This is an optimization exercise on Yosys and OpenROAD, whose aim is small area and a short achievable clock period, not a production implementation. In this exercise RTL edits were held to simulation tests only and were not proved equivalent to the original. Power is estimated from default activity; no workload was simulated.

// cpu_alu
module cpu_alu #(
    parameter int WIDTH = pkg_cpu_alu::ALU_WIDTH
) (
    input  logic             clk,
    input  logic             rst,
    input  logic             in_valid,
    input  logic [WIDTH-1:0] a,
    input  logic [WIDTH-1:0] b,
    input  logic [3:0]       oper,
    input  logic [3:0]       flags_in,
    output logic             out_valid,
    output logic [WIDTH-1:0] result,
    output logic [3:0]       flags_out
);
Size: about 2500 cells after synthesis, about 110 I/O pins.
export LEC_CHECK = 0
export CAP_MARGIN = 20
export CORE_MARGIN = 2
export CORE_UTILIZATION = 60
export SETUP_SLACK_MARGIN = 3
export SLEW_MARGIN = 20
export SYNTH_HIERARCHICAL = 1
create_clock -name core_clock -period 11.0 [get_ports {clk}]
standard.sh (not shown) runs the stock make flow with config.mk's settings and CLKGATE_MAP_FILE= SYNTH_SCRIPT=/design/flow/synth_recipe.tcl, a recipe that flattens the netlist after the stock synthesis.
==> flow/flow/run.sh <==
#!/bin/bash
# Standard layout, except that the port buffers are plain buf_2 cells instead of the
# resizer's default choice.
set -e
export BUFFER_PORTS_ARGS="-buffer_cell sky130_fd_sc_hd__buf_2"
bash standard.sh > standard.log 2>&1
Change:
Settings changed: SETUP_SLACK_MARGIN 3 to 2.
Total power came out lower by 2.3%.
Global-route usage came out lower by 0.82 points.
Non-clock buffer count came out lower by 51.
Maximum frequency came out lower by about 9%.
Critical path depth came out higher by 2.
Hold slack hardly moves.

cpu_alu, a different RTL version from the one above (not shown whole).
Size: about 2100 cells after synthesis, roughly 36 flip-flops.
==> flow/config.mk <==
export PLATFORM = sky130hd
export DESIGN_NAME = cpu_alu
export DESIGN_NICKNAME = cpu_alu
export VERILOG_FILES = /design/flow/design.v
export SDC_FILE = /design/flow/constraint.sdc
export NUM_CORES = 4
export LEC_CHECK = 0
export CAP_MARGIN = 20
export CORE_MARGIN = 2
export CORE_UTILIZATION = 65
export SETUP_SLACK_MARGIN = 3.2
export SLEW_MARGIN = 20
export SYNTH_HIERARCHICAL = 1
==> flow/constraint.sdc <==
create_clock -name core_clock -period 11.0 [get_ports {clk}]
set_input_delay 2.2000 -clock core_clock [delete_from_list [all_inputs] [get_ports {clk}]]
set_output_delay 2.2000 -clock core_clock [all_outputs]
set_load 0.01 [all_outputs]
Scripts as last shown in full above: flow/flow/run.sh
The first run finished with timing, DRC and antenna clean.
Then changed:
PLACE_DENSITY = 0.72   (was not set)
SETUP_SLACK_MARGIN = 3.3   (was 3.2)
After rerunning: The new run produced a clean layout. Power went up by 1.8%. Sequential power hardly moves. Flip-flop and latch count is unchanged. Design area goes up by 1.4%. Core utilization rises by 1.1 points. Clock-buffer cell count went down by 2.
Then changed:
CORE_UTILIZATION = 60   (was 65)
PLACE_DENSITY = not set   (was 0.72)
SETUP_SLACK_MARGIN = 3.5   (was 3.3)
Outcome:
- total power goes up by 1.0%
- setup slack improved by 0.18 ns
- clock-buffer cell count does not change
- final area increases by 5.4%
- clock power falls by 17%
- first-iteration DRC count drops by 5.3%
- die area rose by 8.1%
- utilization fell by 2.7 points
- final cell count came out higher by 0.88%
- routed wire length increases by 5.6%

Starting RTL as in the previous note.
==> flow/design.v (excerpt) <==
module cpu_alu #(
    parameter int WIDTH = pkg_cpu_alu::ALU_WIDTH
) (
    input  logic             clk,
    input  logic             rst,
    input  logic             in_valid,
    input  logic [WIDTH-1:0] a,
    input  logic [WIDTH-1:0] b,
    input  logic [3:0]       oper,
    input  logic [3:0]       flags_in,
    output logic             out_valid,
    output logic [WIDTH-1:0] result,
    output logic [3:0]       flags_out
);
    logic             w_mul;
    logic             w_arith;
    logic             w_rsb;
    logic             w_invb;
    logic [WIDTH-1:0] w_add_x;
    logic [WIDTH-1:0] w_add_y;
    logic             w_add_cin;
    logic [WIDTH-1:0] w_row0;
    logic [WIDTH-1:0] w_row1;
    logic [WIDTH-1:0] w_cpa_xn;
    logic [WIDTH-1:0] w_cpa_yn;
    logic             w_cout;
    logic             w_c31;
    logic             w_sum_zero;
    logic             w_other_zero;
    logic             w_add_v;
    logic [WIDTH-1:0] w_sh_result;
    logic             w_sh_c;
    logic [WIDTH-1:0] w_other;
    logic [WIDTH-1:0] w_result;
    logic [3:0]       w_flags;
    logic [15:0]      bone;
    logic [15:0]      btwo;
    logic [15:0]      bneg;
    logic             r_valid;
    logic [WIDTH-1:0] r_result;
    logic [3:0]       r_flags;
    assign w_mul   = (oper == OP_MUL);
    assign w_arith = (oper <= OP_RSB);
    assign w_rsb   = (oper == OP_RSB);
    assign w_invb  = (oper == OP_SUB) || (oper == OP_SBC) || (oper == OP_BIC);
    for (genvar k = 0; k < WIDTH; k++) begin : g_prep
        cpu_alu_xor2 u_xa (.i_a(a[k]), .i_b(w_rsb), .o_y(w_add_x[k]));
        cpu_alu_xor2 u_ya (.i_a(b[k]), .i_b(w_invb), .o_y(w_add_y[k]));
    end
    assign w_add_cin = (oper == OP_SUB) || w_rsb || (oper[0] && flags_in[FLAG_C]);
    cpu_alu_benc2 u_benc0 (.i_b({b[1], b[0], 1'b0}), .o_onen(bone[0]), .o_twon(btwo[0]), .o_neg(bneg[0]));
    cpu_alu_benc2 u_benc1 (.i_b({b[3], b[2], b[1]}), .o_onen(bone[1]), .o_twon(btwo[1]), .o_neg(bneg[1]));
    cpu_alu_benc2 u_benc2 (.i_b({b[5], b[4], b[3]}), .o_onen(bone[2]), .o_twon(btwo[2]), .o_neg(bneg[2]));
    cpu_alu_benc2 u_benc3 (.i_b({b[7], b[6], b[5]}), .o_onen(bone[3]), .o_twon(btwo[3]), .o_neg(bneg[3]));
  ...
clock: 11.0 ns
lec_check: 0
cap_margin: 20
core_margin: 2
core_utilization: 70
setup_slack_margin: 3.3
slew_margin: 20
synth_hierarchical: 1
Scripts as last shown in full above: flow/flow/run.sh
Change:
CORE_UTILIZATION = 65   (was 70)
SETUP_SLACK_MARGIN = 3.1   (was 3.3)
Fmax decreases slightly.
Cell count increases slightly.
Global-route usage decreases by 2.2 points.
Combinational power decreases by a few percent.
Total power decreases by a few percent.
Clock power increases by a few percent.
Die area increases by a little under a tenth.
Synthesized cell count stays the same.
Change:
SETUP_SLACK_MARGIN = 3.3   (was 3.1)
After rerunning:
- The new run ran to the end with no violations
- synthesized area is unchanged
- critical path depth goes down by 3
- total power hardly moves
- sequential power stays flat
- cell area barely changes
- setup slack is better by 0.20 ns
- cell count is lower by 0.46%
- synthesized cell count does not change
- via count falls by 1.3%
- count of clock-buffer cells in the layout is unchanged
- core utilization hardly moves
Change:
==> flow/flow/run.sh (replaced) <==
#!/bin/bash
# Standard layout, except that the port buffers are plain buf_4 cells instead of the
# resizer's default choice.
set -e
export BUFFER_PORTS_ARGS="-buffer_cell sky130_fd_sc_hd__buf_4"
bash standard.sh > standard.log 2>&1
What happened: Setup slack gets worse by 0.088 ns; final cell count stays flat; total power is about the same; non-clock buffer count decreases by 5; sequential power barely changes.

## re-timing with driven ports
How much do the figures lean on ideal ports? The routed layouts below were timed once more, with nothing changed but the port constraints. Step 1 (the two cells are an assumption about what drives the block):
set clk [get_ports {clk}]
set_driving_cell -lib_cell sky130_fd_sc_hd__clkbuf_16 $clk
set_driving_cell -lib_cell sky130_fd_sc_hd__buf_2 [delete_from_list [all_inputs] $clk]
Step 2 times the ports against the registers' clock, not the clock port: input delays grow and output delays shrink by t, the midpoint of the rising clock arrivals with the driver on. Three values: ideal, step 1, step 2; two values: the first two.
run | t (ns) | setup WS [ns] | worst hold slack (ns) | worst register clock-pin slew, ns
the first run of note 1 | 0.333 | 3.117 / 3.137 / 2.805 | 2.053 / 2.039 / 2.371 | 0.06 / 0.06
the second run of note 1 | 0.339 | 2.310 / 2.330 / 1.991 | 2.054 / 2.031 / 2.370 | 0.06 / 0.06
the first run of note 2 | 0.323 | 3.282 / 3.282 / 2.959 | 2.059 / 2.041 / 2.364 | 0.07 / 0.07
the second run of note 2 | 0.344 | 3.345 / 3.361 / 3.018 | 2.042 / 2.017 / 2.361 | 0.07 / 0.07
the third run of note 2 | 0.339 | 3.527 / 3.410 / 3.071 | 2.050 / 2.023 / 2.362 | 0.06 / 0.06
the first run of note 3 | 0.324 | 3.313 / 3.223 / 2.899 | 2.053 / 2.041 / 2.365 | 0.07 / 0.07
the second run of note 3 | 0.322 | 3.178 / 3.180 / 2.859 | 2.061 / 2.046 / 2.367 | 0.06 / 0.06
the third run of note 3 | 0.325 | 3.382 / 3.385 / 3.060 | 2.067 / 2.042 / 2.367 | 0.06 / 0.06
the fourth run of note 3 | 0.334 | 3.294 / 3.169 / 2.836 | 2.050 / 2.030 / 2.364 | 0.07 / 0.07
After both steps setup and hold are still met in every run listed. The setup slack of the fourth run of note 3, which loses most, moves by -0.125 ns with the drivers and by -0.458 ns with both steps.
